Background: an optimization exercise with open tools, aiming at small area. Do not read the settings as production practice. Function was checked by simulation only, so behaviour that the tests miss may differ from the original. Power is estimated from default activity; no workload was simulated.

--- design/flow/standard.sh ---
#!/bin/bash
# synth_recipe.tcl (not shown) runs the flow's synth.tcl, then flattens the netlist and writes it again
# the make line also repeats each setting of config.mk as NAME=value (left out here)
make -C /OpenROAD-flow-scripts/flow DESIGN_CONFIG=/design/flow/config.mk WORK_HOME=/design/flow/orfs CLKGATE_MAP_FILE= SYNTH_SCRIPT=/design/flow/synth_recipe.tcl "${@:-finish}"
--- design/flow/flow/cts_args.txt ---
-sink_clustering_enable -repair_clock_nets -dont_use_dummy_load -buf_list {sky130_fd_sc_hd__clkbuf_8} -sink_clustering_size 18 -sink_clustering_max_diameter 60
--- design/flow/config.mk ---
export PLATFORM = sky130hd
export DESIGN_NAME = mips32_mem_responder
export DESIGN_NICKNAME = mips32_mem_responder
export VERILOG_FILES = /design/flow/design.v
export SDC_FILE = /design/flow/constraint.sdc
export NUM_CORES = 4
export LEC_CHECK = 0
export CAP_MARGIN = 20
export CORE_MARGIN = 2
export CORE_UTILIZATION = 55
export SLEW_MARGIN = 20
--- design/flow/flow/run.sh ---
#!/bin/bash
# Layout flow: the standard synthesis, then a hand-mapped netlist that keeps its
# flip-flops (names, cells, Q nets) and rebuilds the logic in front of them,
# then the standard ORFS flow from floorplan to finish on that netlist.
set -euo pipefail
R=orfs/results/$FLOW_PLATFORM/mips32_mem_responder/base

# 1. standard synthesis, whose registers the layout keeps
bash standard.sh synth > log_std_synth.txt 2>&1
cp $R/1_2_yosys.v std_synth.v

# 2. hand-mapped netlist
python3 flow/gen.py std_synth.v hand.v > log_gen.txt 2>&1

# 3. the standard flow on it
mkdir -p std_synth_run
mv orfs std_synth_run/
export SYNTH_NETLIST_FILES=$PWD/hand.v
export BUFFER_PORTS_ARGS="-buffer_cell sky130_fd_sc_hd__buf_1"
export CTS_ARGS="$(cat flow/cts_args.txt)"
bash standard.sh > log_flow.txt 2>&1
--- design/flow/constraint.sdc ---
create_clock -name core_clock -period 5.0 [get_ports {clk}]
set_input_delay 1.0000 -clock core_clock [delete_from_list [all_inputs] [get_ports {clk}]]
set_output_delay 1.0000 -clock core_clock [all_outputs]
set_load 0.01 [all_outputs]
--- design/flow/flow/gen.py ---
#!/usr/bin/env python3
"""Write a gate-level netlist of mips32_mem_responder in sky130_fd_sc_hd cells.

usage: gen.py STD_SYNTH.v OUT.v

STD_SYNTH.v is the standard synthesis of rtl/mips32_mem_responder.sv. Its
flip-flops are kept as they are: the same instance names, cell types and Q
nets. Only the logic in front of them is rebuilt, by hand, to compute exactly
the next-state and output functions the RTL writes:

  mem_q[i]   <= (mem_q[i] & (valid_q[i] & !wsel[i])) | (wdata & wsel[i])   a22o
  rdata_q    <= (rdata_q & access) | OR_i(mem_q[i] & rsel[i])              a222oi/nand/a2111o
  if_rdata_q <= (if_rdata_q & !ld_if) | (rdata_q & ld_if)                 a22o
  ...
"""
import re
import sys

std_path, out_path = sys.argv[1], sys.argv[2]
std = open(std_path).read()

P = 'sky130_fd_sc_hd__'
BUS_PORTS = {'if_addr_i', 'if_rdata_o', 'dm_addr_i', 'dm_wdata_i', 'dm_rdata_o', 'prog_addr_i', 'prog_data_i'}

# ---------------------------------------------------------------- registers
ff_re = re.compile(r'^\s*(' + P + r'(df\w+))\s+(\S+)\s*\((.*?)\);', re.M | re.S)
regs = {}
for m in ff_re.finditer(std):
    cell, inst, body = m.group(1), m.group(3), m.group(4)
    pins = dict((p, n.strip()) for p, n in re.findall(r'\.(\w+)\(([^()]*)\)', body))
    q = pins['Q']
    if q.startswith('\\'):
        q = q[1:]
    regs[q] = (cell, inst)


def reg(qname, cell_kind):
    cell, inst = regs.pop(qname)
    assert cell.startswith(P + cell_kind), (qname, cell)
    return cell, inst


# ---------------------------------------------------------------- netlist
lines = []
nid = [0]


def net():
    nid[0] += 1
    return 'n%d' % nid[0]


def esc(n):
    """Verilog name of a net: bus bits of ports stay as they are."""
    m = re.fullmatch(r'([A-Za-z_][A-Za-z0-9_]*)(\[\d+\])?', n)
    if m and (m.group(2) is None or m.group(1) in BUS_PORTS):
        return n
    return '\\' + n + ' '


cid = [0]


def cell(kind, out_pin, ins, out=None, inst=None):
    if out is None:
        out = net()
    if inst is None:
        cid[0] += 1
        inst = 'g%d' % cid[0]
    conns = ['.%s(%s)' % (p, esc(n)) for p, n in ins] + ['.%s(%s)' % (out_pin, esc(out))]
    lines.append('  %s%s %s (%s);' % (P, kind, esc(inst), ', '.join(conns)))
    return out


def g(kind, out_pin, *pairs, out=None):
    ins = list(zip(pairs[0::2], pairs[1::2]))
    return cell(kind, out_pin, ins, out=out)


def flop(qname, kind, d, rstn=None):
    c, inst = reg(qname, kind)
    ins = [('CLK', 'clk'), ('D', d)]
    if 'dfrtp' in c:
        ins.append(('RESET_B', rstn))
    elif 'dfstp' in c:
        ins.append(('SET_B', rstn))
    conns = ['.%s(%s)' % (p, esc(n)) for p, n in ins] + ['.Q(%s)' % esc(qname)]
    lines.append('  %s %s (%s);' % (c, esc(inst), ', '.join(conns)))


def and_lits(lits, size=1):
    """AND of literals (net, positive?) with one sky130 cell (2..4 literals)."""
    pos = [n for n, p in lits if p]
    neg = [n for n, p in lits if not p]
    k = len(lits)
    s = '_%d' % size
    if k == 2:
        if len(neg) == 0:
            return g('and2' + s, 'X', 'A', pos[0], 'B', pos[1])
        if len(neg) == 1:
            return g('and2b' + s, 'X', 'A_N', neg[0], 'B', pos[0])
        return g('nor2' + s, 'Y', 'A', neg[0], 'B', neg[1])
    if k == 3:
        if len(neg) == 0:
            return g('and3' + s, 'X', 'A', pos[0], 'B', pos[1], 'C', pos[2])
        if len(neg) == 1:
            return g('and3b' + s, 'X', 'A_N', neg[0], 'B', pos[0], 'C', pos[1])
        if len(neg) == 2:
            return g('nor3b' + s, 'Y', 'A', neg[0], 'B', neg[1], 'C_N', pos[0])
        return g('nor3' + s, 'Y', 'A', neg[0], 'B', neg[1], 'C', neg[2])
    if k == 4:
        if len(neg) == 0:
            return g('and4' + s, 'X', 'A', pos[0], 'B', pos[1], 'C', pos[2], 'D', pos[3])
        if len(neg) == 1:
            return g('and4b' + s, 'X', 'A_N', neg[0], 'B', pos[0], 'C', pos[1], 'D', pos[2])
        if len(neg) == 2:
            return g('and4bb' + s, 'X', 'A_N', neg[0], 'B_N', neg[1], 'C', pos[0], 'D', pos[1])
        if len(neg) == 3:
            return g('nor4b' + s, 'Y', 'A', neg[0], 'B', neg[1], 'C', neg[2], 'D_N', pos[0])
        return g('nor4' + s, 'Y', 'A', neg[0], 'B', neg[1], 'C', neg[2], 'D', neg[3])
    raise ValueError(lits)


def in_range(bus):
    """1 when bus[31:5] is all zero."""
    bits = ['%s[%d]' % (bus, i) for i in range(5, 32)]
    ors = []
    for j in range(0, 24, 4):
        ors.append(g('nor4_1', 'Y', 'A', bits[j], 'B', bits[j + 1], 'C', bits[j + 2], 'D', bits[j + 3]))
    ors.append(g('nor3_1', 'Y', 'A', bits[24], 'B', bits[25], 'C', bits[26]))
    x0 = g('nand4_1', 'Y', 'A', ors[0], 'B', ors[1], 'C', ors[2], 'D', ors[3])
    x1 = g('nand3_1', 'Y', 'A', ors[4], 'B', ors[5], 'C', ors[6])
    return g('nor2_1', 'Y', 'A', x0, 'B', x1)


N = 32
s1, s0 = 'state_q[1]', 'state_q[0]'
dml, oor = 'dm_last_q', 'oor_q'
valid = ['valid_q[%d]' % i for i in range(N)]
mem = [['mem_q[%d][%d]' % (i, b) for b in range(32)] for i in range(N)]
rdata = ['rdata_q[%d]' % b for b in range(32)]

rstn = g('inv_2', 'Y', 'A', 'rst')

# arbitration and control
grant = g('a21boi_0', 'Y', 'A1', 'if_req_i', 'A2', dml, 'B1_N', 'dm_req_i')   # dm_req & !(if_req & dml)
anyreq = g('or2_1', 'X', 'A', 'if_req_i', 'B', 'dm_req_i')
start = g('nor3b_1', 'Y', 'A', s1, 'B', 'prog_we_i', 'C_N', anyreq)         # !s1 & !prog_we & anyreq
if_inr = in_range('if_addr_i')
dm_inr = in_range('dm_addr_i')
r_inr = g('mux2_1', 'X', 'A0', if_inr, 'A1', dm_inr, 'S', grant)
r_oor = g('mux2i_1', 'Y', 'A0', if_inr, 'A1', dm_inr, 'S', grant)
ridx = [g('mux2_1', 'X', 'A0', 'if_addr_i[%d]' % k, 'A1', 'dm_addr_i[%d]' % k, 'S', grant) for k in range(5)]
store = g('and4_1', 'X', 'A', start, 'B', grant, 'C', 'dm_we_i', 'D', dm_inr)
pw_idle = g('nor2b_1', 'Y', 'A', s1, 'B_N', 'prog_we_i')                    # !s1 & prog_we
wen = g('or2_1', 'X', 'A', pw_idle, 'B', store)
widx = [g('mux2_1', 'X', 'A0', 'dm_addr_i[%d]' % k, 'A1', 'prog_addr_i[%d]' % k, 'S', 'prog_we_i') for k in range(5)]
wdata = [g('mux2_2', 'X', 'A0', 'dm_wdata_i[%d]' % b, 'A1', 'prog_data_i[%d]' % b, 'S', 'prog_we_i') for b in range(32)]
access = g('and2b_4', 'X', 'A_N', s0, 'B', s1)                             # s1 & !s0
ridle = g('nor2b_1', 'Y', 'A', s1, 'B_N', r_inr)                            # !s1 & r_inr


def lo_dec(a):
    return [and_lits([(a[0], (j >> 0) & 1 == 1), (a[1], (j >> 1) & 1 == 1)]) for j in range(4)]


def hi_dec(a, en):
    return [and_lits([(en, True)] + [(a[2 + t], (k >> t) & 1 == 1) for t in range(3)]) for k in range(8)]


wlo, whi = lo_dec(widx), hi_dec(widx, wen)
rlo, rhi = lo_dec(ridx), hi_dec(ridx, ridle)

wsel, keep, rsel = [], [], []
for i in range(N):
    ws = g('and2_4', 'X', 'A', wlo[i & 3], 'B', whi[i >> 2])
    wsel.append(ws)
    keep.append(g('and2b_2', 'X', 'A_N', ws, 'B', valid[i]))                 # valid & !wsel
    rsel.append(g('and3_2', 'X', 'A', rlo[i & 3], 'B', rhi[i >> 2], 'C', valid[i]))

# memory words
for i in range(N):
    for b in range(32):
        d = g('a22o_1', 'X', 'A1', mem[i][b], 'A2', keep[i], 'B1', wsel[i], 'B2', wdata[b])
        flop(mem[i][b], 'dfxtp', d)
    flop(valid[i], 'dfrtp', g('or2_1', 'X', 'A', valid[i], 'B', wsel[i]), rstn)

# read port into rdata_q
groups = [list(range(j, j + 3)) for j in range(0, 30, 3)] + [[30, 31]]
for b in range(32):
    ys = []
    for grp in groups:
        if len(grp) == 3:
            a, c, e = grp
            ys.append(g('a222oi_1', 'Y', 'A1', mem[a][b], 'A2', rsel[a], 'B1', mem[c][b], 'B2', rsel[c],
                        'C1', mem[e][b], 'C2', rsel[e]))
        else:
            a, c = grp
            ys.append(g('a22oi_1', 'Y', 'A1', mem[a][b], 'A2', rsel[a], 'B1', mem[c][b], 'B2', rsel[c]))
    z0 = g('nand4_1', 'Y', 'A', ys[0], 'B', ys[1], 'C', ys[2], 'D', ys[3])
    z1 = g('nand4_1', 'Y', 'A', ys[4], 'B', ys[5], 'C', ys[6], 'D', ys[7])
    z2 = g('nand3_1', 'Y', 'A', ys[8], 'B', ys[9], 'C', ys[10])
    d = g('a2111o_1', 'X', 'A1', rdata[b], 'A2', access, 'B1', z0, 'C1', z1, 'D1', z2)
    flop(rdata[b], 'dfxtp', d)

# response registers
ld_if = g('and3b_4', 'X', 'A_N', dml, 'B', s1, 'C', s0)
keep_if = g('nand3b_2', 'Y', 'A_N', dml, 'B', s1, 'C', s0)
ld_dm = g('and3_4', 'X', 'A', s1, 'B', s0, 'C', dml)
keep_dm = g('nand3_2', 'Y', 'A', s1, 'B', s0, 'C', dml)
for b in range(32):
    flop('if_rdata_o[%d]' % b, 'dfrtp',
         g('a22o_1', 'X', 'A1', 'if_rdata_o[%d]' % b, 'A2', keep_if, 'B1', rdata[b], 'B2', ld_if), rstn)
    flop('dm_rdata_o[%d]' % b, 'dfrtp',
         g('a22o_1', 'X', 'A1', 'dm_rdata_o[%d]' % b, 'A2', keep_dm, 'B1', rdata[b], 'B2', ld_dm), rstn)

# controller
flop(s1, 'dfrtp', g('or2_1', 'X', 'A', start, 'B', access), rstn)
flop(s0, 'dfrtp', s1, rstn)
flop(dml, 'dfstp', g('mux2_1', 'X', 'A0', dml, 'A1', grant, 'S', start), rstn)
flop(oor, 'dfrtp', g('mux2_1', 'X', 'A0', oor, 'A1', r_oor, 'S', start), rstn)

# outputs
g('nor3b_1', 'Y', 'A', s1, 'B', dml, 'C_N', s0, out='if_ack_o')            # !s1 & s0 & !dml
g('and3b_1', 'X', 'A_N', s1, 'B', s0, 'C', dml, out='dm_ack_o')
g('and3b_1', 'X', 'A_N', s1, 'B', s0, 'C', oor, out='err_o')
g('nor3b_1', 'Y', 'A', s1, 'B', 'rst', 'C_N', 'prog_we_i', out='prog_ready_o')

assert not regs, 'registers of the standard synthesis left unmapped: %s' % sorted(regs)[:10]

# ---------------------------------------------------------------- write
wires = set()
for ln in lines:
    for n in re.findall(r'\.\w+\(([^()]*)\)', ln):
        n = n.strip()
        if n.startswith('\\'):
            wires.add(n.rstrip() + ' ')
        elif re.fullmatch(r'n\d+', n):
            wires.add(n)

out = []
out.append('module mips32_mem_responder (clk, rst, if_req_i, if_addr_i, if_ack_o, if_rdata_o, dm_req_i, dm_we_i,')
out.append('  dm_addr_i, dm_wdata_i, dm_ack_o, dm_rdata_o, err_o, prog_we_i, prog_addr_i, prog_data_i, prog_ready_o);')
out.append('  input clk; input rst; input if_req_i; input [31:0] if_addr_i; output if_ack_o; output [31:0] if_rdata_o;')
out.append('  input dm_req_i; input dm_we_i; input [31:0] dm_addr_i; input [31:0] dm_wdata_i; output dm_ack_o;')
out.append('  output [31:0] dm_rdata_o; output err_o; input prog_we_i; input [4:0] prog_addr_i; input [31:0] prog_data_i;')
out.append('  output prog_ready_o;')
for w in sorted(wires):
    out.append('  wire %s;' % w)
out.extend(lines)
out.append('endmodule')
open(out_path, 'w').write('\n'.join(out) + '\n')
print('cells: %d' % (len(lines)))
--- design/flow/design.v ---
module mips32_mem_responder #(
    parameter int DEPTH = 32,
    parameter int AW    = 5
) (
    input  logic          clk,
    input  logic          rst,
    input  logic          if_req_i,
    input  logic [31:0]   if_addr_i,
    output logic          if_ack_o,
    output logic [31:0]   if_rdata_o,
    input  logic          dm_req_i,
    input  logic          dm_we_i,
    input  logic [31:0]   dm_addr_i,
    input  logic [31:0]   dm_wdata_i,
    output logic          dm_ack_o,
    output logic [31:0]   dm_rdata_o,
    output logic          err_o,
    input  logic          prog_we_i,
    input  logic [AW-1:0] prog_addr_i,
    input  logic [31:0]   prog_data_i,
    output logic          prog_ready_o
);
    logic [1:0]       state_q;
    logic [31:0]      mem_q [0:DEPTH-1];
    logic [DEPTH-1:0] valid_q;
    logic             dm_last_q;    
    logic             oor_q;
    logic [31:0]      rdata_q;
    logic [31:0]      if_rdata_q, dm_rdata_q;
    logic             idle, access, resp, ack;
    logic             grant_dm_d;
    logic             start;
    logic             if_in_range, dm_in_range, r_in_range;
    logic [AW-1:0]    ridx;
    logic             wen;
    logic [AW-1:0]    widx;
    logic [31:0]      wdata;
    logic [DEPTH-1:0] rsel, wsel;
    logic [31:0]      rword;
    logic             ld_if, ld_dm;
    assign idle   = !state_q[1];
    assign access = state_q[1] && !state_q[0];
    assign resp   = state_q[1] && state_q[0];
    assign ack    = !state_q[1] && state_q[0];
    assign grant_dm_d  = dm_req_i && (!if_req_i || !dm_last_q);
    assign start       = idle && !prog_we_i && (if_req_i || dm_req_i);
    assign if_in_range = (if_addr_i[31:AW] == '0);
    assign dm_in_range = (dm_addr_i[31:AW] == '0);
    assign r_in_range  = grant_dm_d ? dm_in_range : if_in_range;
    assign ridx        = grant_dm_d ? dm_addr_i[AW-1:0] : if_addr_i[AW-1:0];
    assign wen   = (idle && prog_we_i) || (start && grant_dm_d && dm_we_i && dm_in_range);
    assign widx  = prog_we_i ? prog_addr_i : dm_addr_i[AW-1:0];
    assign wdata = prog_we_i ? prog_data_i : dm_wdata_i;
    always_comb begin
        for (int i = 0; i < DEPTH; i++) begin
            rsel[i] = idle && r_in_range && valid_q[i] && (ridx == AW'(i));
            wsel[i] = wen && (widx == AW'(i));
        end
        rword = '0;
        for (int i = 0; i < DEPTH; i++)
            rword = rword | (mem_q[i] & {32{rsel[i]}});
    end
    always_ff @(posedge clk) begin
        for (int i = 0; i < DEPTH; i++)
            mem_q[i] <= (mem_q[i] & {32{valid_q[i] && !wsel[i]}}) | (wdata & {32{wsel[i]}});
        rdata_q <= (rdata_q & {32{access}}) | rword;
    end
    assign ld_if = resp && !dm_last_q;
    assign ld_dm = resp && dm_last_q;
    always_ff @(posedge clk or posedge rst) begin
        if (rst) begin
            state_q    <= 2'b00;
            valid_q    <= '0;
            dm_last_q  <= 1'b1;
            oor_q      <= 1'b0;
            if_rdata_q <= '0;
            dm_rdata_q <= '0;
        end else begin
            valid_q    <= valid_q | wsel;
            if_rdata_q <= (if_rdata_q & {32{!ld_if}}) | (rdata_q & {32{ld_if}});
            dm_rdata_q <= (dm_rdata_q & {32{!ld_dm}}) | (rdata_q & {32{ld_dm}});
            state_q[1] <= start || access;
            state_q[0] <= state_q[1];
            if (start) begin
                dm_last_q <= grant_dm_d;
                oor_q     <= !r_in_range;
            end
        end
    end
    assign prog_ready_o = idle && prog_we_i && !rst;
    assign if_ack_o     = ack && !dm_last_q;
    assign dm_ack_o     = ack && dm_last_q;
    assign err_o        = ack && oor_q;
    assign if_rdata_o   = if_rdata_q;
    assign dm_rdata_o   = dm_rdata_q;
endmodule
==> metrics.yaml, run 1 <==
outcome: "finished clean"
vias: 33000
htreeDepth: 3
p_per_area_nw_per_um2: 388
p_int_mw: 11.3
swShare_pct: 32.9
postSynthCellCount: 2960
path_max_fanout: 32
crit_chain: "a21boi_1, buf_4, mux2_1, nor2b_1, and4bb_1, and3_2, a222oi_1, nand4_1, a2111o_1"
p_seq_share_pct: 57.8
p_sw_mw: 5.54
io_buffers: 206
cp_num_buf_inv: 1
coreArea_um2: 71400
grt_max_degree: 68
io_pins: 207
r2r_cells: 9
cts_buffers: 77
worst_slew_margin_rel_pct: 31.3
crit_end: "\\\\rdata_q[22]"
finalSetupViolations: 0
fmax_ghz: 0.242
die_w_um: 272
hold_path.class: "register to register"
grt_pass1_vias: 32200
route.detailed.drc: 0
rrSetupSlack_ps: 860
drv_cap: 0
clockBufferDepth: 3
initial_core_util_pct: 55.4
cts_root_buf: "clkbuf_8"
avgSynthCellArea_um2: 13.4
gp_congestion: 0.935
worst_path_largest_cell_delay_ps: 750
power.clock.fraction_pct: 25.1
min-delay-start: "\\\\mem_q[4][15]"
num_rows: 98
post-route-period-util_pct: 82.8
yosysWarnings: 0
syn_to_final_growth_pct: 9.62
post-route-cell-area_um2: 43300
slew_violations: 0
cts_tree: "built"
final_nets: 3451
dr.first_iter.drc_count: 5382
path_delay_family: "simple AND/OR/NAND/NOR gates"
placed_area_um2: 42200
cts_hold_buf: 0
tightestPinTransition_ps: 1030
die_height_um: 272
p_leak_nw: 16.6
endpoint_kind: "register"
grt_pass1_wl_mm: 212
dieArea_um2: 74000
startpoint_type: "register"
cp_data_arrival_time_ps: 4770
path_depth: 9
timing.rr.start: "\\\\dm_last_q"
antenna_found_initial: 4
clock-sinks: 1156
hold_violations: 0
hpwlAfterDp_mm: 88.5
critPathKind: "register to register"
wire_per_inst_um: 33.7
clk_latency_ps: 730
finClkSkew_ps: 82.6
fin_tns_setup_ps: 0
dr.pass1.iters: 9
syn_area_um2: 39500
critPathSlowestCell: "a222oi_1"
antenna_left: 0
totalWireLength_mm: 143
grt.total_usage_pct: 37.4
post_cts_buffers: 0
crit_required_ps: 5630
vias_per_cell: 7.73
grt_remaining_overflow: 0
path_clk_slew_ps: 110
rsz0062_at_grt: "no"
p_comb_share_pct: 17.1
worst_setup_path_startpoint: "\\\\dm_last_q"
reg2reg_to: "\\\\rdata_q[22]"
syn-num-nets: 3099
cts_resized: 0
ir_worst_vdd_mv: 0.285
drive_gt1_share_pct: 8.46
fin_crit_ps: 4140
## power groups by stage
stage / logic [mW] / registers, mW / clock network, mW
6_report: 2.88 / 9.73 / 4.23
2_1_floorplan: 1.42 / 9.84 / 0
4_1_cts: 2.75 / 9.71 / 4.25
3_3_place_gp: 2.70 / 9.90 / 0
5_1_grt: 2.92 / 9.76 / 4.58
3_5_place_dp: 2.75 / 9.92 / 0
## metal layers
| metal | vias up | GRT usage [%] | share of wire, % |
|---|---|---|---|
| met3 | 345 | 9.46 | 12 |
| met5 | - | 0.513 | 0.040 |
| met2 | 2261 | 56.9 | 44 |
| met1 | 16800 | 52.0 | 41 |
| met4 | 2 | 12.7 | 3.3 |
| li1 | 13600 | - | - |
## registers in the layout (all words and copies together), names as in the netlist, named ones only
name,flops
mem_q,1024
rdata_q,32
valid_q,32
state_q,2
dm_last_q,1
oor_q,1
## per-stage QoR
stage               setup slack, ps  utilization [%]  hold WS, ps  std cells  total power, mW
floorplan                      1200                -          442       2960             11.3
global placement                248             59.2          457       4182             12.6
detailed placement              281             59.2          462       4182             12.7
CTS                             965             60.7          480       4259             16.7
global route                    539             60.7          498       4261             17.3
finish                          861             60.7          485       4263             16.8
## layout by cell type (no fill, tap or decap), types with 4 or more instances in the layout
cell type     n
dfxtp_1    1056
mux2_1       13
a22o_1     1088
nand3_1      34
and2b_1       4
and2b_2      32
and4b_1       6
or2_1        35
mux2_2       32
dfrtp_1      99
and3_2       32
buf_1       205
nor4_1       12
buf_4        47
clkbuf_8     77
nor2_1        4
a2111o_1     32
buf_12       19
a22oi_1      32
nand4_1      66
and4bb_1      6
and2_4       32
a222oi_1    320
## how the worst min path moves through the flow
stage          cells past startpoint  slack, ps        endpoint
6_report                           1        490  \\mem_q[4][15]
5_1_grt                            1        500  \\mem_q[5][29]
2_1_floorplan                      1        440    \\valid_q[0]
3_5_place_dp                       1        460   \\valid_q[11]
3_3_place_gp                       1        460   \\valid_q[11]
4_1_cts                            1        480   \\valid_q[18]
## final cells by class
class	instances	area, µm²
well taps	950	1190
diodes	3	7.51
repair buffers	273	1540
flip-flops and latches	1156	23600
clock buffers	77	1060
fillers	5750	28000
multi-input cells	1803	15900
inverters	1	6.26
==> inputs of run 2 (changes only) <==
--- a/design/flow/flow/gen.py
+++ b/design/flow/flow/gen.py
@@ -27,5 +27,5 @@
 regs = {}
 for m in ff_re.finditer(std):
-    cell, inst, body = m.group(1), m.group(3), m.group(4)
+    cell, inst, body = m.group(1), m.group(3).lstrip('\\'), m.group(4)
     pins = dict((p, n.strip()) for p, n in re.findall(r'\.(\w+)\(([^()]*)\)', body))
     q = pins['Q']
==> metrics.yaml, run 2 <==
worst_slew_margin_rel_pct: 33.3
critPathKind: "register to register"
syn_area_um2: 39500
regMostFlops: "mem_q"
grt_max_degree: 45
grt_pass1_wl_mm: 208
htreeDepth: 3
coreArea_um2: 71400
place_inst: 4199
placed_area_um2: 42400
setup_ws_ps: 753
cp_data_arrival_time_ps: 4850
post-route-period-util_pct: 84.9
io_pins: 207
layout_commonest_cell: "a22o_1"
crit_chain: "a21boi_1, buf_4, mux2_1, and4bb_1, and3_2, buf_12, a222oi_1, nand4_1, a2111o_1"
fin_cells: 4280
avgSynthCellArea_um2: 13.4
regArea_um2: 23600
dp_slack_ps: -50.2
finalSetupViolations: 0
rsz0062_at_grt: "no"
cts_buffers: 80
vias: 32700
cts_tree: "built"
antenna_left: 0
hpwlAfterDp_mm: 87.7
fin_tns_setup_ps: 0
grt_pass1_vias: 31200
ir_worst_vdd_mv: 0.355
grt_remaining_overflow: 0
dieArea_um2: 74000
finalCoreUtilization_pct: 61.0
endpoint_kind: "register"
clk_latency_ps: 730
cts_root_buf: "clkbuf_8"
critPathSlowestCell: "a222oi_1"
clockBufferDepth: 3
syn-num-nets: 3099
p_leak_nw: 16.7
worst_path_largest_cell_delay_ps: 680
dr.pass1.iters: 9
antenna_found_initial: 4
path_clk_slew_ps: 100
die_height_um: 272
crit_required_ps: 5600
gp_congestion: 0.950
cts_hold_buf: 0
path_max_fanout: 17
finalPower_mw: 16.8
p_per_area_nw_per_um2: 386
post_cts_buffers: 0
fmax_ghz: 0.235
clock-sinks: 1156
dr.first_iter.drc_count: 5420
postSynthCellCount: 2960
slew_violations: 0
cts_resized: 0
syn_to_final_growth_pct: 10.1
post-route-cell-area_um2: 43500
vias_per_cell: 7.64
largest_reg_flops: 1024
wire_per_inst_um: 33.0
final_nets: 3470
grt.total_usage_pct: 36.7
tightestPinTransition_ps: 1000
die_w_um: 272
io_buffers: 206
multiInputGateArea_um2: 15900
outcome: "finished clean"
fin_crit_ps: 4250
initial_core_util_pct: 55.4
drv_cap: 0
reg_top3: "mem_q (1024), rdata_q (32), valid_q (32)"
drive_gt1_share_pct: 9.01
num_rows: 98
finClkSkew_ps: 59.9
startpoint_type: "register"
hold_path.class: "input port to async pin"
yosysWarnings: 0
final_cell_mix: "a22o_1, dfxtp_1, a222oi_1"
route.detailed.drc: 0
fill_cells: 5735
fin_hold_ws_ps: 424
totalWireLength_mm: 141
hold_violations: 0
==> run 2: path summary, 6_finish.rpt <==
check                      slack (ps)            to  cells past startpoint         start
setup / recovery                  750   rdata_q[29]                      9     dm_last_q
hold / removal                    420     async pin                      2           rst
setup reg to reg                  750   rdata_q[29]                      9     dm_last_q
hold reg to reg                   490  mem_q[2][15]                      1  mem_q[2][15]
max in group asynchronous        3550   valid_q[16]                      3           rst
min in group core_clock           490  mem_q[2][15]                      1  mem_q[2][15]
==> run 2: cell type report <==
type / count / area share, %
Timing Repair Buffer: 289 / 3.87
Sequential cell: 1156 / 54.3
Antenna cell: 1 / 0.00575
Tap cell: 950 / 2.73
Clock buffer: 80 / 2.53
Inverter: 1 / 0.0144
Multi-Input combinational cell: 1803 / 36.5
==> run 2: layer usage <==
layer | GRT usage, % | share of wire, %
met5 | 0 | 0.021
met4 | 9.92 | 2.7
met3 | 7.63 | 11
met2 | 55.8 | 44
met1 | 53.1 | 42
==> run 2: power by group <==
group,switching (mW),internal [mW],total [mW]
clock network,2.83,1.44,4.27
logic,2.44,0.380,2.82
registers,0.214,9.51,9.72
total,5.48,11.3,16.8
==> run 2: worst max-delay path: cells and delay by family (launching register included) <==
| family | cells | cell delay, ps |
|---|---|---|
| buffers and inverters | 2 | 430 |
| and+or+nand+nor | 3 | 1240 |
| AOI/OAI and AO/OA | 3 | 1270 |
| muxes | 1 | 560 |
| DFF | 1 | 620 |
==> inputs of run 3 (changes only) <==
--- a/design/flow/config.mk
+++ b/design/flow/config.mk
@@ -6,6 +6,6 @@
 export NUM_CORES = 4
 export LEC_CHECK = 0
-export CAP_MARGIN = 20
+export CAP_MARGIN = 10
 export CORE_MARGIN = 2
-export CORE_UTILIZATION = 55
-export SLEW_MARGIN = 20
+export CORE_UTILIZATION = 65
+export SLEW_MARGIN = 10
==> metrics.yaml, run 3 <==
final_nets: 3436
slew_violations: 0
clock-sinks: 1156
ir_worst_vdd_mv: 0.316
grt_remaining_overflow: 0
worst_slew_margin_rel_pct: 14.0
fin_tns_setup_ps: 0
critPathKind: "input port to register"
initial_core_util_pct: 65.6
vias_per_cell: 8.07
syn_to_final_growth_pct: 8.08
regMostFlops: "mem_q"
grt_pass1_vias: 32100
hpwlAfterDp_mm: 78.5
antenna_found_initial: 1
hold_path.class: "register to register"
die_height_um: 251
cts_tree: "built"
grt.total_usage_pct: 41.4
post-route-period-util_pct: 87.9
post_cts_buffers: 0
antenna_left: 0
num_rows: 90
drive_gt1_share_pct: 8.04
grt_max_degree: 70
wire_per_inst_um: 33.3
path_clk_slew_ps: 110
cts_resized: 0
route.detailed.drc: 0
totalWireLength_mm: 136
layout_commonest_cell: "a22o_1"
fmax_ghz: 0.227
endpoint_kind: "register"
yosysWarnings: 0
finalPower_mw: 16.8
fin_crit_ps: 4400
dr.first_iter.drc_count: 5467
reg_top3: "mem_q (1024), rdata_q (32), valid_q (32)"
hold_violations: 0
finClkSkew_ps: 63.0
vias: 32900
io_buffers: 206
htreeDepth: 3
avgSynthCellArea_um2: 13.4
largest_reg_flops: 1024
io_pins: 207
coreArea_um2: 60200
fill_cells: 4268
die_w_um: 251
syn-num-nets: 3099
drv_cap: 0
gp_congestion: 0.887
grt_pass1_wl_mm: 200
syn_area_um2: 39500
p_per_area_nw_per_um2: 392
postSynthCellCount: 2960
final_cell_mix: "a22o_1, dfxtp_1, a222oi_1"
p_leak_nw: 16.4
cp_data_arrival_time_ps: 5080
tightestPinTransition_ps: 1290
cts_buffers: 75
finalSetupViolations: 0
outcome: "finished clean"
cts_hold_buf: 0
startpoint_type: "input port"
clk_latency_ps: 740
dieArea_um2: 62800
path_max_fanout: 32
rsz0062_at_grt: "no"
clockBufferDepth: 3
cts_root_buf: "clkbuf_8"
dr.pass1.iters: 7
crit_required_ps: 5690
-- run 3: cell types whose count changed in the layout (fill, tap and decap cells not counted), sizes merged --
cell / previous run / this run
buf: 288 / 259
clkbuf: 81 / 76
-- run 3: layer usage --
layer  track usage (%)  share of wire (%)  up-vias
li1                  -                  -    13500
met1              55.0                 39    16500
met2              64.0                 44     2436
met3              9.97                 12      465
met4              19.8                4.7        0
met5                 0                  0        -
-- run 3: worst paths after layout --
kind	from	end	depth (start not counted)	slack, ps
setup / recovery	dm_addr_i[5]	rdata_q[1]	11	600
hold / removal	mem_q[30][12]	mem_q[30][12]	1	480
setup reg to reg	dm_last_q	rdata_q[1]	9	810
hold reg to reg	mem_q[30][12]	mem_q[30][12]	1	480
max in group asynchronous	rst	dm_last_q	3	3430
min in group asynchronous	rst	valid_q[16]	2	530
-- run 3: report_power, final --
group	internal, mW	total, mW	switching, mW
registers	9.51	9.72	0.209
clock network	1.36	4.17	2.81
logic	0.370	2.87	2.50
total	11.2	16.8	5.52
-- run 3: critical path, stage by stage --
cell      delay (ps)
buf_1             80
nor4_1           350
nand4_1          150
nor2_1           250
mux2_1           170
nor2b_1          340
nor4b_1          940
and3_2           960
a222oi_1         280
nand4_1          350
a2111o_1         180
-- run 3: layout make-up --
cell class / instances / area (µm²) / share of cell area, %
diodes: 1 / 2.50 / 0.00586
multi-input cells: 1803 / 15900 / 37.2
inverters: 1 / 6.26 / 0.0146
flip-flops and latches: 1156 / 23600 / 55.3
repair buffers: 260 / 1180 / 2.76
well taps: 782 / 978 / 2.29
clock buffers: 75 / 1030 / 2.42
-- run 3: per-stage QoR --
step           setup slack [ps]  instance area [µm²]  cells  hold WS (ps)  utilization [%]
6_report                    604                42700   4078           481             70.9
5_1_grt                     445                42700   4078           504             70.9
4_1_cts                     852                42700   4077           487             70.9
3_5_place_dp                135                41700   4002           463             69.2
3_3_place_gp                144                41700   4002           456             69.2
2_1_floorplan              1200                39500   2960           442                -
==> inputs of run 4 (changes only) <==
--- a/design/flow/config.mk
+++ b/design/flow/config.mk
@@ -9,3 +9,4 @@
 export CORE_MARGIN = 2
 export CORE_UTILIZATION = 65
+export GPL_TIMING_DRIVEN = 0
 export SLEW_MARGIN = 10
==> metrics.yaml, run 4 <==
critPathKind: "register to register"
layout_commonest_cell: "a22o_1"
syn_to_final_growth_pct: 7.14
finalCoreUtilization_pct: 70.3
initial_core_util_pct: 65.6
timing.rr.start: "dm_last_q"
cts_root_buf: "clkbuf_8"
dr.pass1.iters: 10
path_clk_slew_ps: 110
p_per_area_nw_per_um2: 394
use_met1_pct: 52.1
coreArea_um2: 60200
fmax_ghz: 0.219
wire_per_inst_um: 33.4
gp_congestion: 0.813
grt_use_met2_pct: 64.9
cts_buffers: 74
antenna_left: 0
fill_cells: 4290
drive_gt1_share_pct: 6.54
io_buffers: 206
worst_slew_margin_rel_pct: 19.5
hold_path.class: "input port to async pin"
vias_per_cell: 8.18
slew_violations: 0
tightestPinTransition_ps: 1200
post_cts_buffers: 0
startpoint_type: "register"
post-route-period-util_pct: 91.3
rsz0062_at_grt: "no"
cts_hold_buf: 0
grt_util_met3_pct: 10.8
busiest_layer: "met2"
totalWireLength_mm: 134
fin_crit_ps: 4570
grt_pass1_vias: 32500
cts_tree: "built"
path_max_fanout: 32
grt_pass1_wl_mm: 198
dr.first_iter.drc_count: 5474
syn-num-nets: 3099
clockBufferDepth: 3
hold_violations: 0
reg_top3: "mem_q (1024), rdata_q (32), valid_q (32)"
die_height_um: 251
crit_required_ps: 5640
antenna_found_initial: 1
ir_worst_vdd_mv: 0.281
regMostFlops: "mem_q"
cts_resized: 0
postSynthCellCount: 2960
p_leak_nw: 16.1
dieArea_um2: 62800
io_pins: 207
drv_cap: 0
fin_tns_setup_ps: 0
finClkSkew_ps: 35.8
outcome: "finished clean"
syn_area_um2: 39500
htreeDepth: 3
die_w_um: 251
yosysWarnings: 0
grt_max_degree: 59
final_nets: 3383
clock-sinks: 1156
largest_reg_flops: 1024
endpoint_kind: "register"
grt_remaining_overflow: 0
cp_data_arrival_time_ps: 5210
grt.total_usage_pct: 41.0
clk_latency_ps: 710
worst_setup_path_startpoint: "dm_last_q"
vias: 32900
num_rows: 90
route.detailed.drc: 0
finalSetupViolations: 0
hpwlAfterDp_mm: 74.5
avgSynthCellArea_um2: 13.4
final_cell_mix: "a22o_1, dfxtp_1, a222oi_1"
[run 4: cell types whose count changed in the layout (fill, tap and decap cells not counted), sizes merged]
| cell | change |
|---|---|
| buf | -51 |
| clkbuf | -2 |
[run 4: per-stage QoR]
step	power (mW)	setup WS, ps	area, µm²	hold WS, ps	cells
3_3_place_gp	12.5	-560	41300	456	3948
4_1_cts	16.5	654	42400	434	4024
6_report	16.7	435	42400	452	4025
5_1_grt	17.1	334	42400	485	4025
3_5_place_dp	12.6	-8.80	41300	463	3950
2_1_floorplan	11.3	1200	39500	442	2960
[run 4: critical path, cell delays in order (launching register included)]
cell and delay, ps:
dfstp_2 410, a21boi_0 940, mux2_1 260, nor2b_1 410
nor4b_1 670, and3_2 950, a222oi_1 280, nand4_1 370
a2111o_1 160
[run 4: worst paths after layout]
path,end,slack [ps],depth (start not counted)
max,rdata_q[25],430,8
min,async pin,450,2
max reg2reg,rdata_q[25],430,8
min reg2reg,mem_q[28][15],490,1
max in group asynchronous,async pin,3810,3
min in group core_clock,mem_q[28][15],490,1
[run 4: per-layer routing]
layer  part of all wire [%]  wire length [µm]
met3                     13             17500
met5                      0                 0
met2                     45             60200
met1                     37             49700
met4                    5.2              7000
[run 4: cell type report]
type | instances | area (µm²) | share of cell area [%]
flip-flops and latches | 1156 | 23600 | 55.8
diodes | 1 | 2.50 | 0.00591
clock buffers | 74 | 1020 | 2.40
repair buffers | 208 | 822 | 1.94
well taps | 782 | 978 | 2.31
multi-input cells | 1803 | 15900 | 37.5
inverters | 1 | 6.26 | 0.0148
[run 4: power breakdown]
group | internal (mW) | switching (mW) | total [mW] | leakage (nW)
sequential | 9.51 | 0.197 | 9.71 | 9.84
combinational | 0.366 | 2.51 | 2.87 | 5.77
clock | 1.34 | 2.77 | 4.11 | 0.532
total | 11.2 | 5.47 | 16.7 | 16.1
==> inputs of run 5 (changes only) <==
--- a/design/flow/flow/gen.py
+++ b/design/flow/flow/gen.py
@@ -144,5 +144,5 @@
 
 # arbitration and control
-grant = g('a21boi_0', 'Y', 'A1', 'if_req_i', 'A2', dml, 'B1_N', 'dm_req_i')   # dm_req & !(if_req & dml)
+grant = g('a21boi_1', 'Y', 'A1', 'if_req_i', 'A2', dml, 'B1_N', 'dm_req_i')   # dm_req & !(if_req & dml)
 anyreq = g('or2_1', 'X', 'A', 'if_req_i', 'B', 'dm_req_i')
 start = g('nor3b_1', 'Y', 'A', s1, 'B', 'prog_we_i', 'C_N', anyreq)         # !s1 & !prog_we & anyreq
@@ -155,6 +155,9 @@
 pw_idle = g('nor2b_1', 'Y', 'A', s1, 'B_N', 'prog_we_i')                    # !s1 & prog_we
 wen = g('or2_1', 'X', 'A', pw_idle, 'B', store)
-widx = [g('mux2_1', 'X', 'A0', 'dm_addr_i[%d]' % k, 'A1', 'prog_addr_i[%d]' % k, 'S', 'prog_we_i') for k in range(5)]
-wdata = [g('mux2_2', 'X', 'A0', 'dm_wdata_i[%d]' % b, 'A1', 'prog_data_i[%d]' % b, 'S', 'prog_we_i') for b in range(32)]
+pw_n = g('inv_2', 'Y', 'A', 'prog_we_i')
+widx = [g('a22o_1', 'X', 'A1', 'prog_addr_i[%d]' % k, 'A2', 'prog_we_i', 'B1', 'dm_addr_i[%d]' % k, 'B2', pw_n)
+        for k in range(5)]
+wdata = [g('a22o_2', 'X', 'A1', 'prog_data_i[%d]' % b, 'A2', 'prog_we_i', 'B1', 'dm_wdata_i[%d]' % b, 'B2', pw_n)
+         for b in range(32)]
 access = g('and2b_4', 'X', 'A_N', s0, 'B', s1)                             # s1 & !s0
 ridle = g('nor2b_1', 'Y', 'A', s1, 'B_N', r_inr)                            # !s1 & r_inr
==> metrics.yaml, run 5 <==
ir_worst_vdd_mv: 0.519
syn_area_um2: 39500
postSynthCellCount: 2961
hold_path.class: "input port to async pin"
rsz0062_at_grt: "no"
dr.first_iter.drc_count: 5656
grt_pass1_wl_mm: 207
crit_required_ps: 5600
path_clk_slew_ps: 110
post-route-cell-area_um2: 42300
fill_cells: 4256
cts_buffers: 74
endpoint_kind: "register"
coreArea_um2: 60200
dr.pass1.iters: 10
clockBufferDepth: 3
io_buffers: 206
grt_pass1_vias: 32900
die_height_um: 250
largest_reg_flops: 1024
totalWireLength_mm: 142
wire_per_inst_um: 35.4
post_cts_buffers: 0
hpwlAfterDp_mm: 79.8
final_nets: 3384
htreeDepth: 3
clock-sinks: 1156
finalSetupViolations: 0
cts_resized: 0
route.detailed.drc: 0
reg_top3: "mem_q (1024), rdata_q (32), valid_q (32)"
post-route-period-util_pct: 94.3
layout_commonest_cell: "a22o_1"
tightestPinTransition_ps: 1370
gp_congestion: 0.910
vias_per_cell: 8.28
hold_violations: 0
placed_area_um2: 41300
num_rows: 90
p_per_area_nw_per_um2: 396
finClkSkew_ps: 43.1
antenna_found_initial: 10
drive_gt1_share_pct: 6.60
syn-num-nets: 3100
final_cell_mix: "a22o_1, dfxtp_1, a222oi_1"
slew_violations: 0
clk_latency_ps: 720
dieArea_um2: 62700
fin_crit_ps: 4720
cp_data_arrival_time_ps: 5310
place_inst: 3950
drv_cap: 0
grt.total_usage_pct: 43.6
cts_root_buf: "clkbuf_8"
io_pins: 207
critPathKind: "input port to register"
yosysWarnings: 0
cts_hold_buf: 0
fmax_ghz: 0.212
worst_slew_margin_rel_pct: 8.45
regMostFlops: "mem_q"
p_leak_nw: 16.1
grt_remaining_overflow: 0
path_max_fanout: 41
fin_cells: 4028
die_w_um: 250
avgSynthCellArea_um2: 13.3
outcome: "finished clean"
cts_tree: "built"
syn_to_final_growth_pct: 7.18
startpoint_type: "input port"
initial_core_util_pct: 65.5
antenna_left: 0
vias: 33300
grt_max_degree: 52
## run 5: cell count changes in the layout (fill, tap and decap cells not counted), sizes merged
cell   delta
diode     +2
inv       +1
a22o     +37
mux2     -37
## run 5: critical path, cell delays in order
cell and delay, ps:
buf_2 710, inv_2 580, a22o_1 600, nor4b_1 680, and2_4 650, and2b_2 620
a22o_1 400
## run 5: path summary, 6_finish.rpt
check                                 to  slack (ps)     startpoint  depth (start not counted)
setup / recovery             mem_q[1][3]         280      prog_we_i                          7
hold / removal                 async pin         440            rst                          2
setup reg to reg              rdata_q[0]         320      dm_last_q                          8
hold reg to reg            mem_q[30][12]         490  mem_q[30][12]                          1
max in group asynchronous    valid_q[25]        3870            rst                          3
min in group core_clock    mem_q[30][12]         490  mem_q[30][12]                          1
## run 5: metrics by stage
stage	TNS (ps)	util (%)	hold WS, ps	worst slack (ps)	power [mW]
floorplan	0	-	442	1430	11.2
finish	0	70.3	439	284	16.8
global route	0	70.2	462	328	17.1
global placement	-847600	68.5	455	-1030	12.5
detailed placement	-6990	68.5	463	-104	12.6
CTS	0	70.2	438	648	16.5
## run 5: metal layers
layer / vias up / track usage (%) / wire (µm)
met4: 12 / 27.9 / 9580
met1: 16600 / 54.9 / 51100
met3: 534 / 12.5 / 19700
met2: 2746 / 66.1 / 61800
li1: 13500 / - / -
met5: - / 0 / 243
## run 5: where the power goes
part | internal, mW | switching, mW
clock network | 1.34 | 2.80
logic | 0.362 | 2.57
registers | 9.50 | 0.194
## run 5: layout make-up
cell class	count	area, µm²	share of cell area (%)
repair buffers	208	822	1.94
well taps	782	978	2.31
diodes	3	7.51	0.0177
clock buffers	74	1020	2.41
flip-flops and latches	1156	23600	55.9
inverters	2	12.5	0.0296
multi-input cells	1803	15800	37.4

==> afterwards: timing with drivers on the ports <==
The results above use ideal ports. As a check the final layouts listed here were re-extracted and re-timed, cells and wires unchanged.
Step 1 sets driving cells, clkbuf_16 on the clock port and buf_2 on the other inputs (assumed; they add their load-dependent delay and slew).
Step 2, shift: input delay + t, output delay - t, t = (earliest + latest rising clock arrival at the registers) / 2. This alone moves slack from input paths to output paths.
a / b / c = no drivers / after step 1 / after step 2; a / b = the first two.
| run | t, ns | setup WS [ns] | worst setup path after step 2 |
|---|---|---|---|
| run 1 | 0.762 | 0.861 / 0.861 / 0.150 | input to register |
| run 2 | 0.764 | 0.753 / 0.753 / 0.039 | input to register |
| run 3 | 0.769 | 0.604 / 0.630 / -0.139 | input to register |
| run 4 | 0.755 | 0.435 / 0.435 / -0.260 | input to register |
| run 5 | 0.756 | 0.284 / 0.317 / -0.439 | input to register |
With both steps, setup timing fails in run 3, run 4 and run 5, where it was met with ideal ports. For run 3, which loses most, drivers alone change the setup slack by +0.026 ns; drivers and shift together by -0.743 ns.
